From an optimization exercise on the open Yosys and OpenROAD flow, aimed at small area, a short achievable clock period and few clock cycles per item; shortcuts taken in it are not production practice.
Only simulation tests tie the RTL to the original design; equivalence was not proved.

===== design/flow/config.mk =====
export PLATFORM = sky130hd
export DESIGN_NAME = fp4_dft
export DESIGN_NICKNAME = fp4_dft
export VERILOG_FILES = /design/flow/design.v
export SDC_FILE = /design/flow/constraint.sdc
export NUM_CORES = 4
export LEC_CHECK = 0
export CAP_MARGIN = 20
export CORE_MARGIN = 2
export CORE_UTILIZATION = 40
export SLEW_MARGIN = 20

===== design/flow/constraint.sdc =====
create_clock -name core_clock -period 10.0 [get_ports {clk}]
set_input_delay 2.0000 -clock core_clock [delete_from_list [all_inputs] [get_ports {clk}]]
set_output_delay 2.0000 -clock core_clock [all_outputs]
set_load 0.01 [all_outputs]

===== design/flow/design.v =====
`timescale 1ns/100ps
package fp4_pkg;
    typedef logic [3:0] fp4_t;                   
    typedef logic [7:0] cfp4_t;                  
    localparam int MAX_N  = 32;                  
    localparam int ADDR_W = $clog2(MAX_N);       
    localparam int CNT_W  = ADDR_W + 1;          
    localparam int Q_W = 12;                     
    typedef logic signed [Q_W-1:0] q_t;
endpackage
`timescale 1ns/100ps
import fp4_pkg::*;
module twiddle_rom
#(
    parameter int MAX_N = fp4_pkg::MAX_N
) (
    input  logic [ADDR_W-1:0] tw_idx,
    input  logic [CNT_W-1:0]  n_reg,
    output logic [7:0]             twiddle
);
    localparam int LOG_MAX = $clog2(MAX_N);
    logic [ADDR_W-1:0] scaled;                   
    logic [7:0]             base;                     
    function automatic logic [3:0] neg(input logic [3:0] v);
        neg = (v[2:0] == 3'd0) ? 4'b0000 : {~v[3], v[2:0]};
    endfunction
    always_comb begin
        scaled = '0;                             
        for (int i = 1; i <= LOG_MAX; i++) begin
            if (n_reg == CNT_W'(1 << i))
                scaled = ADDR_W'(tw_idx << (LOG_MAX - i));  
        end
    end
    always_comb begin
        case (scaled[2:0])
            3'd0:    base = 8'b0010_0000;        
            3'd1:    base = 8'b0010_0000;        
            3'd2:    base = 8'b0010_1001;        
            3'd3:    base = 8'b0010_1001;        
            3'd4:    base = 8'b0001_1001;        
            3'd5:    base = 8'b0001_1010;        
            3'd6:    base = 8'b0001_1010;        
            default: base = 8'b0000_1010;        
        endcase
    end
    always_comb begin
        twiddle = base;
        for (int r = 0; r < 3; r++) begin
            if (r < scaled[ADDR_W-1:ADDR_W-2])
                twiddle = {twiddle[3:0], neg(twiddle[7:4])};
        end
    end
endmodule
`timescale 1ns/100ps
import fp4_pkg::*;
module fp4_cmul
(
    input  logic [7:0] a,
    input  logic [7:0] b,
    output logic [7:0] p
);
    function automatic logic signed [7:0] fp4_to_q(input logic [3:0] v);
        logic signed [7:0] mag;
        case (v[2:0])
            3'd0:    mag = 8'sd0;
            3'd1:    mag = 8'sd2;
            3'd2:    mag = 8'sd4;
            3'd3:    mag = 8'sd6;
            3'd4:    mag = 8'sd8;
            3'd5:    mag = 8'sd12;
            3'd6:    mag = 8'sd16;
            default: mag = 8'sd24;
        endcase
        fp4_to_q = v[3] ? -mag : mag;
    endfunction
    function automatic logic [3:0] q_to_fp4(input logic signed [Q_W-1:0] q);
        logic signed [Q_W-1:0] mag;
        logic [2:0] code;
        mag = q[Q_W-1] ? -q : q;
        if (mag >= 21)      code = 3'd7;         
        else if (mag >= 14) code = 3'd6;
        else if (mag >= 11) code = 3'd5;
        else if (mag >= 7)  code = 3'd4;
        else if (mag >= 6)  code = 3'd3;
        else if (mag >= 3)  code = 3'd2;
        else if (mag >= 2)  code = 3'd1;
        else                code = 3'd0;
        q_to_fp4 = {q[Q_W-1] && (code != 3'd0), code};  
    endfunction
    logic signed [Q_W-1:0] ar, ai, br, bi;                          
    logic signed [Q_W-1:0] re_full, im_full;                        
    assign ar = fp4_to_q(a[7:4]);
    assign ai = fp4_to_q(a[3:0]);
    assign br = fp4_to_q(b[7:4]);
    assign bi = fp4_to_q(b[3:0]);
    assign re_full = ar * br - ai * bi;          
    assign im_full = ar * bi + ai * br;          
    assign p = {q_to_fp4(re_full >>> 2), q_to_fp4(im_full >>> 2)};
endmodule
`timescale 1ns/100ps
import fp4_pkg::*;
module dft_mac
(
    input  logic  clk,
    input  logic  rst,
    input  logic [7:0] sample,
    input  logic [7:0] twiddle,
    input  logic  in_valid,
    input  logic  first,
    input  logic  last,
    output logic [7:0] acc,
    output logic  acc_valid
);
    function automatic logic signed [7:0] fp4_to_q(input logic [3:0] v);
        logic signed [7:0] mag;
        case (v[2:0])
            3'd0:    mag = 8'sd0;
            3'd1:    mag = 8'sd2;
            3'd2:    mag = 8'sd4;
            3'd3:    mag = 8'sd6;
            3'd4:    mag = 8'sd8;
            3'd5:    mag = 8'sd12;
            3'd6:    mag = 8'sd16;
            default: mag = 8'sd24;
        endcase
        fp4_to_q = v[3] ? -mag : mag;
    endfunction
    function automatic logic [3:0] q_to_fp4(input logic signed [Q_W-1:0] q);
        logic signed [Q_W-1:0] mag;
        logic [2:0] code;
        mag = q[Q_W-1] ? -q : q;
        if (mag >= 21)      code = 3'd7;         
        else if (mag >= 14) code = 3'd6;
        else if (mag >= 11) code = 3'd5;
        else if (mag >= 7)  code = 3'd4;
        else if (mag >= 6)  code = 3'd3;
        else if (mag >= 3)  code = 3'd2;
        else if (mag >= 2)  code = 3'd1;
        else                code = 3'd0;
        q_to_fp4 = {q[Q_W-1] && (code != 3'd0), code};  
    endfunction
    logic [7:0] prod;                                 
    logic [7:0] prod_q;                               
    logic [7:0] sum_q;                                
    logic  prod_valid, prod_first, prod_last;
    logic signed [Q_W-1:0]    base_re, base_im;
    logic signed [Q_W-1:0]    add_re, add_im;
    fp4_cmul u_cmul (
        .a (sample),
        .b (twiddle),
        .p (prod)
    );
    always_ff @(posedge clk) begin
        prod_q <= prod;
    end
    always_ff @(posedge clk or negedge rst) begin
        if (!rst) begin
            prod_valid <= 1'b0;
            prod_first <= 1'b0;
            prod_last  <= 1'b0;
            acc_valid  <= 1'b0;
        end else begin
            prod_valid <= in_valid;
            prod_first <= in_valid && first;
            prod_last  <= in_valid && last;
            acc_valid  <= prod_valid && prod_last;  
        end
    end
    assign base_re = prod_first ? 8'sd0 : fp4_to_q(sum_q[7:4]);
    assign base_im = prod_first ? 8'sd0 : fp4_to_q(sum_q[3:0]);
    assign add_re  = base_re + fp4_to_q(prod_q[7:4]);
    assign add_im  = base_im + fp4_to_q(prod_q[3:0]);
    always_ff @(posedge clk) begin
        if (prod_valid)
            sum_q <= {q_to_fp4(add_re), q_to_fp4(add_im)};  
    end
    assign acc = sum_q;
endmodule
`timescale 1ns/100ps
import fp4_pkg::*;
module sample_ram
#(
    parameter int MAX_N = fp4_pkg::MAX_N
) (
    input  logic              clk,
    input  logic              we,
    input  logic [ADDR_W-1:0] waddr,
    input  logic [7:0]             wdata,
    input  logic [ADDR_W-1:0] raddr,
    output logic [7:0]             rdata
);
    logic [7:0] mem [MAX_N];
    always_ff @(posedge clk) begin
        if (we)
            mem[waddr] <= wdata;
        rdata <= mem[raddr];                     
    end
endmodule
`timescale 1ns/100ps
import fp4_pkg::*;
module dft_engine
#(
    parameter int MAX_N = fp4_pkg::MAX_N
) (
    input  logic              clk,
    input  logic              rst,
    input  logic              start,
    input  logic [CNT_W-1:0]  n_reg,
    output logic [ADDR_W-1:0] in_raddr,
    input  logic [7:0]             in_rdata,
    output logic              out_we,
    output logic [ADDR_W-1:0] out_waddr,
    output logic [7:0]             out_wdata,
    output logic              done
);
    logic              issuing;                  
    logic              busy;                     
    logic [ADDR_W-1:0] k, n;                     
    logic [ADDR_W-1:0] tw;                       
    logic [ADDR_W-1:0] last_idx;                 
    logic [ADDR_W-1:0] wptr;                     
    logic              s1_valid, s1_first, s1_last;
    logic [ADDR_W-1:0] s1_tw;                    
    logic [7:0]             twiddle;
    logic [7:0]             acc;
    logic              acc_valid;
    assign last_idx = ADDR_W'(n_reg - 1'b1);
    assign in_raddr = n;
    always_ff @(posedge clk or negedge rst) begin
        if (!rst) begin
            issuing  <= 1'b0;
            busy     <= 1'b0;
            k        <= '0;
            n        <= '0;
            tw       <= '0;
            wptr     <= '0;
            s1_valid <= 1'b0;
            s1_first <= 1'b0;
            s1_last  <= 1'b0;
            done     <= 1'b0;
        end else begin
            s1_valid <= issuing;                 
            s1_first <= issuing && (n == '0);
            s1_last  <= issuing && (n == last_idx);
            done     <= acc_valid && (wptr == last_idx);
            if (acc_valid)
                wptr <= wptr + 1'b1;
            if (acc_valid && (wptr == last_idx))
                busy <= 1'b0;
            if (start) begin
                issuing <= 1'b1;
                busy    <= 1'b1;
                k       <= '0;
                n       <= '0;
                tw      <= '0;
                wptr    <= '0;
            end else if (issuing) begin
                if (n == last_idx) begin         
                    n  <= '0;
                    tw <= '0;
                    if (k == last_idx)
                        issuing <= 1'b0;         
                    else
                        k <= k + 1'b1;
                end else begin
                    n  <= n + 1'b1;
                    tw <= (tw + k) & last_idx;   
                end
            end
        end
    end
    always_ff @(posedge clk) begin
        s1_tw <= tw;
    end
    twiddle_rom #(
        .MAX_N (MAX_N)
    ) u_twiddle_rom (
        .tw_idx  (s1_tw),
        .n_reg   (n_reg),
        .twiddle (twiddle)
    );
    dft_mac u_dft_mac (
        .clk       (clk),
        .rst       (rst),
        .sample    (in_rdata),
        .twiddle   (twiddle),
        .in_valid  (s1_valid),
        .first     (s1_first),
        .last      (s1_last),
        .acc       (acc),
        .acc_valid (acc_valid)
    );
    assign out_we    = acc_valid;
    assign out_waddr = wptr;
    assign out_wdata = acc;
endmodule
`timescale 1ns/100ps
import fp4_pkg::*;
module stream_ctrl
(
    input  logic              clk,
    input  logic              rst,
    input  logic [CNT_W-1:0]  n_points,
    input  logic [7:0]             data_in,
    input  logic              data_in_valid,
    input  logic              done,
    output logic              dft_ready,
    output logic              error,
    output logic              start,
    output logic [CNT_W-1:0]  n_reg,
    output logic              in_we,
    output logic [ADDR_W-1:0] in_addr,
    output logic [7:0]             in_wdata,
    output logic [ADDR_W-1:0] out_raddr,
    input  logic [7:0]             out_rdata,
    output logic [7:0]             data_out,
    output logic              data_out_valid
);
    typedef enum logic [1:0] {S_IDLE, S_LOAD, S_RUN, S_UNLOAD} state_t;
    state_t           state;
    logic [CNT_W-1:0] count;                     
    logic [CNT_W-1:0] rd_cnt;                    
    logic             accept;
    logic             n_ok;                      
    logic             rd_issue;
    assign n_ok = (n_points >= CNT_W'(2)) && (n_points <= CNT_W'(MAX_N)) &&
                  ((n_points & (n_points - 1'b1)) == '0);
    assign dft_ready = (state == S_IDLE) || (state == S_LOAD);
    assign accept    = dft_ready && data_in_valid;
    assign in_we     = accept && ((state == S_LOAD) || n_ok);  
    assign in_addr   = count[ADDR_W-1:0];
    assign in_wdata  = data_in;
    assign rd_issue  = ((state == S_RUN) && done) ||
                       ((state == S_UNLOAD) && (rd_cnt != n_reg));
    assign out_raddr = rd_cnt[ADDR_W-1:0];
    assign data_out  = out_rdata;
    always_ff @(posedge clk or negedge rst) begin
        if (!rst) begin
            state          <= S_IDLE;
            count          <= '0;
            rd_cnt         <= '0;
            n_reg          <= '0;
            start          <= 1'b0;
            error          <= 1'b0;
            data_out_valid <= 1'b0;
        end else begin
            start          <= 1'b0;
            error          <= 1'b0;
            data_out_valid <= rd_issue;          
            if (rd_issue)
                rd_cnt <= rd_cnt + 1'b1;
            case (state)
                S_IDLE: begin
                    if (accept && n_ok) begin
                        n_reg <= n_points;
                        count <= count + 1'b1;
                        state <= S_LOAD;
                    end else if (accept) begin
                        error <= 1'b1;           
                    end
                end
                S_LOAD: begin
                    if (accept) begin
                        count <= count + 1'b1;
                        if (count == n_reg - 1'b1) begin  
                            count  <= '0;
                            rd_cnt <= '0;
                            start  <= 1'b1;
                            state  <= S_RUN;
                        end
                    end
                end
                S_RUN: begin
                    if (done)
                        state <= S_UNLOAD;
                end
                default: begin
                    if (rd_cnt == n_reg)
                        state <= S_IDLE;         
                end
            endcase
        end
    end
endmodule
`timescale 1ns/100ps
import fp4_pkg::*;
module fp4_dft
#(
    parameter int MAX_N = fp4_pkg::MAX_N
) (
    input  logic             clk,
    input  logic             rst,
    input  logic [CNT_W-1:0] n_points,
    input  logic [7:0]            data_in,
    input  logic             data_in_valid,
    output logic [7:0]            data_out,
    output logic             data_out_valid,
    output logic             dft_ready,
    output logic             done,
    output logic             error
);
    logic              start;
    logic [CNT_W-1:0]  n_reg;
    logic              in_we;
    logic [ADDR_W-1:0] in_addr, in_raddr;
    logic [7:0]             in_wdata, in_rdata;
    logic              out_we;
    logic [ADDR_W-1:0] out_waddr, out_raddr;
    logic [7:0]             out_wdata, out_rdata;
    stream_ctrl u_stream_ctrl (
        .clk            (clk),
        .rst            (rst),
        .n_points       (n_points),
        .data_in        (data_in),
        .data_in_valid  (data_in_valid),
        .done           (done),
        .dft_ready      (dft_ready),
        .error          (error),
        .start          (start),
        .n_reg          (n_reg),
        .in_we          (in_we),
        .in_addr        (in_addr),
        .in_wdata       (in_wdata),
        .out_raddr      (out_raddr),
        .out_rdata      (out_rdata),
        .data_out       (data_out),
        .data_out_valid (data_out_valid)
    );
    dft_engine #(
        .MAX_N (MAX_N)
    ) u_dft_engine (
        .clk       (clk),
        .rst       (rst),
        .start     (start),
        .n_reg     (n_reg),
        .in_raddr  (in_raddr),
        .in_rdata  (in_rdata),
        .out_we    (out_we),
        .out_waddr (out_waddr),
        .out_wdata (out_wdata),
        .done      (done)
    );
    sample_ram #(
        .MAX_N (MAX_N)
    ) u_in_ram (                                 
        .clk   (clk),
        .we    (in_we),
        .waddr (in_addr),
        .wdata (in_wdata),
        .raddr (in_raddr),
        .rdata (in_rdata)
    );
    sample_ram #(
        .MAX_N (MAX_N)
    ) u_out_ram (                                
        .clk   (clk),
        .we    (out_we),
        .waddr (out_waddr),
        .wdata (out_wdata),
        .raddr (out_raddr),
        .rdata (out_rdata)
    );
endmodule

===== design/flow/run.sh =====
#!/bin/bash
# synth_recipe.tcl (not shown) runs the flow's synth.tcl, then flattens the netlist and writes it again
# the make line also repeats each setting of config.mk as NAME=value (left out here)
make -C /OpenROAD-flow-scripts/flow DESIGN_CONFIG=/design/flow/config.mk WORK_HOME=/design/flow/orfs CLKGATE_MAP_FILE= SYNTH_SCRIPT=/design/flow/synth_recipe.tcl finish

==> impl_results.md <==
* Outcome: no timing/DRC/antenna violations
* Iteration-0 DRC Markers at 1,301
* Critical path endpoint category: flip-flop
* Synth Area in Compound Gates at 0.0394
* Critical Path RT at approximately 10 ns
* Mux share of post-synthesis cell area at 0.130
* FP Rows at slightly above 100
* Hold WC Path Type: flip-flop to flip-flop
* Synthesized cell area at approximately 32,000 um^2
* Layout Cells excl Fill at 3,377
* CTS clock-pin slew for the worst setup and hold paths at 0.06 ns
* Most used DFF post-synth: edfxtp_1
* CP arrival at 9.94 ns
* Crit path time final at about 9.5 ns
* Synth top area share at 0.489
* Initial Util at 0.404
* DRT Pass-1 Iters at 5
* H-tree lvl count at 2
* Top-count cell post-synth: edfxtp_1
* Distinct cells, synth at 86
* Vias at about 18,000
* TritonCTS buffer count at 61
* Syn_nets at between 2,000 and 2,500
* RePlAce Congestion at between 0.8 and 0.9
* Die H at between 200 and 300 um
* Number of global-route vias before repair at 18,800
* FFs w/ async S/R, synth at 0.0865
* Post-route ant nets at 0
* GRT overflow at 0
* Routed Wire Length at 67.9 mm
* Maxcap violations at 0
* Final Max Slew Viols at 0
* Number of synthesized register bits at between 600 and 700
* Fillers at roughly 7,000
* Post-Synth Simple-Gate Area at 0.0785
* TritonCTS Sinks at between 600 and 700
* GRT Total Usage at 0.169
* Post-Synth Adder-Cell Area at 0.129
* Final setup fails at 0
* Largest family of logic cells by synthesized area: multiplexers
* Achievable Freq at roughly 110 MHz
* Biggest regs: u_in_ram.mem x256, u_out_ram.mem x256
* Slew HR at 0.253
* DIE AREA at slightly above 80,000 um^2
* Placed insts at approximately 3,300
* WHS at ~0.4 ns
* Actual slew at the worst max-slew pin at 1.12 ns
* Sequential share of the synthesized area at 0.548
* Vias per cell at about 5.3
* Core Region at 79,000 um^2
* Die X at approximately 290 um
* Final Hold Viols at 0
* HPWL Detailed at 46.9 mm
* Synthesized area per cell at roughly 14 um^2
* Yosys top cell by area: edfxtp_1
* Initial antenna violation count at 2
* Clock tree buffer depth at 3
* CP max FO at 14
* CP startpoint kind: flip-flop
* Synth warn at 6
* Worst setup path class: flip-flop to flip-flop
* Diodes inserted at 0
* Xor/xnor share of the synthesized area at 0.0351
* Port Buffers at 28
* Share of layout cells above drive strength 1 at 0.161
* WL/cell at 20.1 um
* Nets@finish at between 2,000 and 3,000
* Clock latency (worst-skew pair) at roughly 0.65 ns
* First-pass GRT wire length at about 110 mm
* Ratio of final minimum period to clock period at 0.947
* DR DRC count at 0
* Clk_skew at approximately 0.049 ns
* Synthesized instance count at between 2,000 and 2,500
* CTS tree: built
* Layout area overhead at 11.7%
* Critical path's largest stage delay at about 0.52 ns
* Ranking of synthesized cells by area: edfxtp_1 (49%), mux4_2 (11%), fa_1 (7.7%), ha_1 (5.3%), dfrtp_1 (4.1%)
* Slowest CP cell: fa_1
* Pin count of the biggest net entering global routing at 70
* Post-synth EDFFs at 520
* Hold buffers post-CTS at 0
* Commonest cells post-synth: edfxtp_1 (520), inv_1 (252), mux4_2 (160), nor2_1 (160), ha_1 (134)
* CTS root buf: clkbuf_16
* # IOs at 29
[cell type report]
cell class                      instances  area (um^2)  share of cell area
Inverter                              254          956              0.0268
Multi-Input combinational cell       1285        13200               0.370
Clock inverter                         35          463              0.0130
Clock buffer                           81         1640              0.0461
Sequential cell                       601        17500               0.491
Timing Repair Buffer                   71          562              0.0158
Tap cell                             1050         1310              0.0369
[routing by layer]
layer,up-vias,GRT usage,wire (um)
met5,-,0,0
met4,0,0.0335,1010
met3,71,0.0232,3270
met2,415,0.283,33000
met1,9156,0.237,30600
li1,8137,-,-
[what timing repair did]
item                                    4_1_cts  5_1_grt
endpoints found under the setup margin        0        8
setup buffers                                 0        7
resized for setup                             0       14
[metrics by stage]
stage / area, um^2 / worst slack [ns] / setup TNS (ns) / util
6_report: 35600 / 0.531 / 0 / 0.451
5_1_grt: 35600 / -0.0341 / -0.0484 / 0.451
4_1_cts: 35600 / 0.108 / 0 / 0.450
3_5_place_dp: 33500 / 0.140 / 0 / 0.424
3_3_place_gp: 33500 / 0.363 / 0 / 0.423
2_1_floorplan: 31900 / 0.569 / 0 / -
[worst max-delay path: cells and delay by family (launching register included)]
family	cells	cell delay (ns)
buffers and inverters	9	1.20
AO/OA/AOI/OAI	9	1.56
adder cells (fa/ha/maj)	9	3.57
XOR/XNOR	3	0.74
AND/OR/NAND/NOR	6	1.45
flip-flops	1	0.43
multiplexers	1	0.34
[path summary, 6_finish.rpt]
path,startpoint,endpoint,slack (ns),cells past startpoint
setup / recovery,u_stream_ctrl.n_reg[1],u_dft_engine.u_dft_mac.prod_q[3],0.53,37
hold / removal,u_dft_engine.s1_valid,u_dft_engine.u_dft_mac.prod_valid,0.40,0
setup reg to reg,u_stream_ctrl.n_reg[1],u_dft_engine.u_dft_mac.prod_q[3],0.53,37
hold reg to reg,u_dft_engine.s1_valid,u_dft_engine.u_dft_mac.prod_valid,0.40,0
max in group asynchronous,rst,u_stream_ctrl.rd_cnt[0],7.92,2
min in group asynchronous,rst,u_dft_engine.wptr[2],1.51,2
[cell usage in the layout (no fill, tap or decap), types with 30 or more instances in the layout]
master / n
a21oi_1: 53
and2_1: 41
buf_4: 42
clkbuf_16: 62
dfrtp_1: 48
edfxtp_1: 520
fa_1: 122
ha_1: 133
inv_1: 251
mux4_2: 160
nand2_1: 116
nor2_1: 159
nor2b_1: 30
nor3_1: 33
o21ai_0: 47
xnor2_1: 76
xor2_1: 41
[kinds of logic (layout without fill, tap and decap cells)]
logic type,after synthesis,count (layout)
AOI/OAI and AO/OA,188,188
xor gates and xnor gates,122,122
adders and majority gates,256,256
buffers and inverters,332,441
DFF,601,601
muxes,209,209
and+or+nand+nor,510,510
Testbench counts, summed over its fixed seeds: cycles 95,752, frames 192.

afterwards: timing with drivers on the ports:
No port has a modelled driver above. Below, the same layout with a new extraction and two added sets of constraints. Step 1: set_driving_cell puts a clkbuf_16 on clk and a buf_2 on each other input, an assumption about the parent block. Step 2 moves the port delays by t, midway between the first and last clock arrival at a register: inputs arrive t later, outputs are due t later. That takes back most of the time a late clock gives input paths. Three values: ideal, step 1, step 2; two values: the first two.
shift t [ns]: 0.682
setup slack, ns: 0.531 / 0.531 / 0.531
worst setup path after step 2: register to register
clock arrival spread, ns: 0.057 / 0.057
worst slew at a driven data input, ns: 0.03
After both steps this run still meets setup and hold. The setup slack of this run moves by 0.000 ns with the drivers and by 0.000 ns with both steps.
